This design comes from an exercise in tuning for small area on the open sky130 flow, not from production work. In this exercise RTL edits were held to simulation tests only and were not proved equivalent to the original. No activity file was given, so power comes from the tool's default toggle rates.

rev 12:
==> flow/design.v <==
package wishbone_pkg;
  typedef enum logic {
    IDLE = 1'b0,
    BUSY = 1'b1
  } mst_state_e;
  localparam logic [1:0] SLV0_SEL   = 2'b10;
  localparam logic [1:0] SLV1_SEL   = 2'b11;
  localparam int         SLV_DEPTH  = 16;
  localparam int         DEF_DATA_W = 64;
  localparam int         DEF_ADR_W  = 8;
endpackage
module wb_slave_regfile
#(
  parameter int DATA_W = wishbone_pkg::DEF_DATA_W,
  parameter int DEPTH  = 3
) (
  input  logic              clk,
  input  logic              wr,
  input  logic              wrn,
  input  logic [DATA_W-1:0] wdat,
  output logic [DATA_W-1:0] tap
);
  logic [DEPTH-1:0][DATA_W-1:0] slot_q;
  always_ff @(posedge clk) begin
    slot_q[0] <= ({DATA_W{wr}} & wdat) | ({DATA_W{wrn}} & slot_q[DEPTH-1]);
    for (int i = 1; i < DEPTH; i++) slot_q[i] <= slot_q[i-1];
  end
  assign tap = slot_q[0];
endmodule
module wb_onehot_mux
#(
  parameter int DATA_W = wishbone_pkg::DEF_DATA_W,
  parameter int N      = 3
) (
  input  logic [N-1:0]             sel,
  input  logic [N*DATA_W-1:0]      d,
  output logic [DATA_W-1:0]        y
);
  always_comb begin
    y = '0;
    for (int i = 0; i < N; i++) y = y | ({DATA_W{sel[i]}} & d[i * DATA_W +: DATA_W]);
  end
endmodule
module wb_aoi222 (
  input  logic [2:0] a,
  input  logic [2:0] b,
  output logic       y
);
  assign y = ~|(a & b);
endmodule
module wb_or_join (
  input  logic [3:0] n,
  input  logic       a,
  input  logic       b,
  output logic       y
);
  assign y = ~&n | (a & b);
endmodule
module wb_onehot_mux13
#(
  parameter int DATA_W = wishbone_pkg::DEF_DATA_W
) (
  input  logic [12:0]          sel,
  input  logic [13*DATA_W-1:0] d,
  output logic [DATA_W-1:0]    y
);
  for (genvar i = 0; i < DATA_W; i++) begin : g_bit
    logic [12:0] di;
    logic [3:0]  n;
    for (genvar j = 0; j < 13; j++) begin : g_d
      assign di[j] = d[j * DATA_W + i];
    end
    for (genvar g = 0; g < 4; g++) begin : g_grp
      wb_aoi222 u_aoi (
        .a (sel[3 * g +: 3]),
        .b (di[3 * g +: 3]),
        .y (n[g])
      );
    end
    wb_or_join u_join (
      .n (n),
      .a (sel[12]),
      .b (di[12]),
      .y (y[i])
    );
  end
endmodule
module wishbone_intercon
#(
  parameter int DATA_W = wishbone_pkg::DEF_DATA_W,
  parameter int ADR_W  = wishbone_pkg::DEF_ADR_W
) (
  input  logic              CLK_I,
  input  logic              RST_I,
  input  logic [DATA_W-1:0] DATA_INPUT,
  input  logic [ADR_W-1:0]  ADR_INPUT,
  input  logic              WE_INPUT,
  input  logic              SMP,
  output logic [DATA_W-1:0] DATA_OUTPUT
);
  localparam int NW  = 2 * wishbone_pkg::SLV_DEPTH;   
  localparam int NB3 = NW / 3;                         
  localparam int NB  = NB3 + 1;                        
  logic              b1_q, b2_q;
  logic              we_q, map_q;
  logic [4:0]        wa_q;             
  logic              pend_q;           
  logic [1:0]        ph3_q;            
  logic              ph2_q;            
  logic [NB-1:0]     wr_q;             
  logic [NB-1:0]     wrn;              
  logic [1:0]        clr_q;            
  logic [DATA_W-1:0] x_q;              
  logic [DATA_W-1:0] dout_q;
  logic              accept;
  logic [4:0]        ia, wa_d;
  logic              pend_d;
  logic [1:0]        ph3_d;
  logic              ph2_d;
  assign accept = ~b1_q & ~b2_q & (WE_INPUT | SMP);
  assign ia     = {ADR_INPUT[6], ADR_INPUT[3:0]};
  assign wa_d   = accept ? ia : wa_q;
  assign pend_d = (accept & WE_INPUT & ADR_INPUT[7]) | (pend_q & ~|wr_q);
  assign ph3_d  = (ph3_q == 2'd2) ? 2'd0 : ph3_q + 2'd1;
  assign ph2_d  = ~ph2_q;
  logic [NW-1:0] at0_w, at0n_w, last_d_w;
  for (genvar w = 0; w < NW; w++) begin : g_w
    localparam int N = (w < 3 * NB3) ? 3 : 2;
    localparam int K = (w < 3 * NB3) ? w % 3 : w - 3 * NB3;
    if (N == 3) begin : g_3
      assign at0_w[w]    = (ph3_q == 2'((3 - K) % 3));
      assign last_d_w[w] = (ph3_d == 2'((2 - K + 3) % 3));
    end else begin : g_2
      assign at0_w[w]    = (ph2_q == 1'((2 - K) % 2));
      assign last_d_w[w] = (ph2_d == 1'((1 - K + 2) % 2));
    end
  end
  logic [NW-1:0] dec_a, dec_i, dec_d;
  for (genvar w = 0; w < NW; w++) begin : g_dec
    assign dec_a[w] = (wa_q == w);
    assign dec_i[w] = (ia == w);
    assign dec_d[w] = (wa_d == w);
  end
  logic at0_a, at0_i;
  assign at0_a = |(dec_a & at0_w);
  assign at0_i = |(dec_i & at0_w);
  logic acc_rd, busy_rd;
  assign acc_rd  = accept & ~WE_INPUT & ADR_INPUT[7];
  assign busy_rd = (b1_q | b2_q) & ~we_q & map_q;
  logic first_n;
  assign first_n = (clr_q != 2'd3);
  assign wrn = ~wr_q & {NB{clr_q == 2'd0}};
  logic [NB-1:0]             tsel, wr_d;
  logic [NB*DATA_W-1:0]      tap;
  for (genvar b = 0; b < NB; b++) begin : g_bank
    localparam int N = (b < NB3) ? 3 : 2;
    logic [N-1:0] ra, ri, wd;
    assign ra = dec_a[3 * b +: N] & at0_w[3 * b +: N];
    assign ri = dec_i[3 * b +: N] & at0_w[3 * b +: N];
    assign wd = dec_d[3 * b +: N] & last_d_w[3 * b +: N];
    assign tsel[b] = (acc_rd & first_n & |ri) | (busy_rd & |ra);
    assign wr_d[b] = pend_d & |wd;
    wb_slave_regfile #(.DATA_W(DATA_W), .DEPTH(N)) u_bank (
      .clk  (CLK_I),
      .wr   (wr_q[b]),
      .wrn  (wrn[b]),
      .wdat (x_q),
      .tap  (tap[b * DATA_W +: DATA_W])
    );
  end
  logic x_in, x_cap, x_keep;
  assign x_in   = accept & WE_INPUT;
  assign x_cap  = (accept & ~WE_INPUT & at0_i) | (b1_q & ~we_q & at0_a) |
                  (b2_q & ~we_q & (~map_q | at0_a));
  assign x_keep = ~x_in & ~x_cap;
  logic [DATA_W-1:0] x_d, dout_d;
  wb_onehot_mux13 #(.DATA_W(DATA_W)) u_xmux (
    .sel ({x_keep, x_in, tsel}),
    .d   ({x_q, DATA_INPUT, tap}),
    .y   (x_d)
  );
  logic o_ld_q, o_keep;
  assign o_keep = ~o_ld_q;
  wb_onehot_mux #(.DATA_W(DATA_W), .N(2)) u_omux (
    .sel ({o_ld_q, o_keep}),
    .d   ({x_d, dout_q}),
    .y   (dout_d)
  );
  always_ff @(posedge CLK_I) begin
    x_q <= x_d;
  end
  always_ff @(posedge CLK_I or posedge RST_I) begin
    if (RST_I) begin
      b1_q   <= 1'b0;
      b2_q   <= 1'b0;
      we_q   <= 1'b0;
      map_q  <= 1'b0;
      wa_q   <= '0;
      pend_q <= 1'b0;
      ph3_q  <= '0;
      ph2_q  <= 1'b0;
      wr_q   <= '0;
      clr_q  <= 2'd3;
      o_ld_q   <= 1'b0;
      dout_q <= '0;
    end else begin
      b1_q   <= accept;
      b2_q   <= b1_q;
      ph3_q  <= ph3_d;
      ph2_q  <= ph2_d;
      pend_q <= pend_d;
      wa_q   <= wa_d;
      wr_q   <= wr_d;
      clr_q  <= clr_q - {1'b0, clr_q != 2'd0};
      o_ld_q   <= b1_q & ~we_q;
      if (accept) begin
        we_q  <= WE_INPUT;
        map_q <= ADR_INPUT[7];
      end
      dout_q <= dout_d;
    end
  end
  assign DATA_OUTPUT = dout_q;
endmodule
==> flow/config.mk <==
export PLATFORM = sky130hd
export DESIGN_NAME = wishbone_intercon
export DESIGN_NICKNAME = wishbone_intercon
export VERILOG_FILES = /design/flow/design.v
export SDC_FILE = /design/flow/constraint.sdc
export NUM_CORES = 4
export LEC_CHECK = 0
export CAP_MARGIN = 20
export CORE_MARGIN = 2
export CORE_UTILIZATION = 70
export CTS_BUF_LIST = sky130_fd_sc_hd__clkbuf_8
export CTS_CLUSTER_DIAMETER = 50
export CTS_CLUSTER_SIZE = 20
export PLACE_DENSITY = 0.82
export SLEW_MARGIN = 20
export SYNTH_HIERARCHICAL = 1
export SYNTH_MINIMUM_KEEP_SIZE = 0
==> flow/constraint.sdc <==
create_clock -name core_clock -period 5.0 [get_ports {CLK_I}]
set_input_delay 1.0000 -clock core_clock [delete_from_list [all_inputs] [get_ports {CLK_I}]]
set_output_delay 1.0000 -clock core_clock [all_outputs]
set_load 0.01 [all_outputs]
standard.sh (not shown) runs the stock make flow with config.mk's settings and CLKGATE_MAP_FILE= SYNTH_SCRIPT=/design/flow/synth_recipe.tcl, a recipe that flattens the netlist after the stock synthesis.
==> flow/flow/run.sh <==
#!/bin/bash
# Standard ORFS layout (the standard.sh, unchanged synthesis) with two
# changes passed to ORFS's own scripts through their environment variables:
#  - CTS: clkbuf_8 clock buffers, clusters of up to 20 sinks, no dummy loads;
#  - port buffers: buf_1 instead of the default buffer cell.
# make's full output goes to flow_make.log; each ORFS step keeps its own log
# under orfs/logs/.
set -euo pipefail
export CTS_ARGS="-sink_clustering_enable -repair_clock_nets -buf_list sky130_fd_sc_hd__clkbuf_8 -sink_clustering_size 20 -sink_clustering_max_diameter 50 -dont_use_dummy_load"
export BUFFER_PORTS_ARGS="-buffer_cell sky130_fd_sc_hd__buf_1"
bash standard.sh > flow_make.log 2>&1
Here is what was changed in the inputs of rev 13 compared with rev 12.
diff --git a/flow/config.mk b/flow/config.mk
--- a/flow/config.mk
+++ b/flow/config.mk
@@ -6,12 +6,12 @@
 export NUM_CORES = 4
 export LEC_CHECK = 0
-export CAP_MARGIN = 20
+export CAP_MARGIN = 0
 export CORE_MARGIN = 2
-export CORE_UTILIZATION = 70
+export CORE_UTILIZATION = 62
 export CTS_BUF_LIST = sky130_fd_sc_hd__clkbuf_8
 export CTS_CLUSTER_DIAMETER = 50
 export CTS_CLUSTER_SIZE = 20
-export PLACE_DENSITY = 0.82
-export SLEW_MARGIN = 20
+export PLACE_DENSITY = 0.75
+export SLEW_MARGIN = 0
 export SYNTH_HIERARCHICAL = 1
 export SYNTH_MINIMUM_KEEP_SIZE = 0
--- outcome ---
Of rev 13 and rev 12, the higher minimum hold slack belongs to rev 13. Total placed instance area ends up higher on rev 13. Rev 12 reports its capture point of the worst path as dout_q[56]$_DFF_PP0_ while rev 13 reports dout_q[34]$_DFF_PP0_. Rev 13 and rev 12 ended up with roughly the same leakage power summed over all cells.

==> separate check: timing with driven ports <==
The results above use ideal ports. As a check the final layouts listed here were re-extracted and re-timed, cells and wires unchanged. Step 1, drivers: a clkbuf_16 drives CLK_I and a buf_2 each remaining input, both assumed. Step 2 adds t to the input delays and takes it off the output delays; t is the mean of the earliest and latest rising clock arrival at the registers after step 1. Input paths then give back, and output paths get back, about the clock's delay inside the block. Three values: ideal, step 1, step 2; two values: the first two.
run | t, ns | setup WS [ns] | worst setup path after step 2 | pins driven straight from the clock port
rev 12 | 0.871 | 1.413 / 1.413 / 0.725 | input to register | 1
rev 13 | 0.873 | 1.322 / 1.322 / 0.674 | input to register | 1
After both steps setup and hold are still met in every run listed. For rev 12, which loses most, drivers alone change the setup slack by 0.000 ns; drivers and shift together by -0.688 ns.
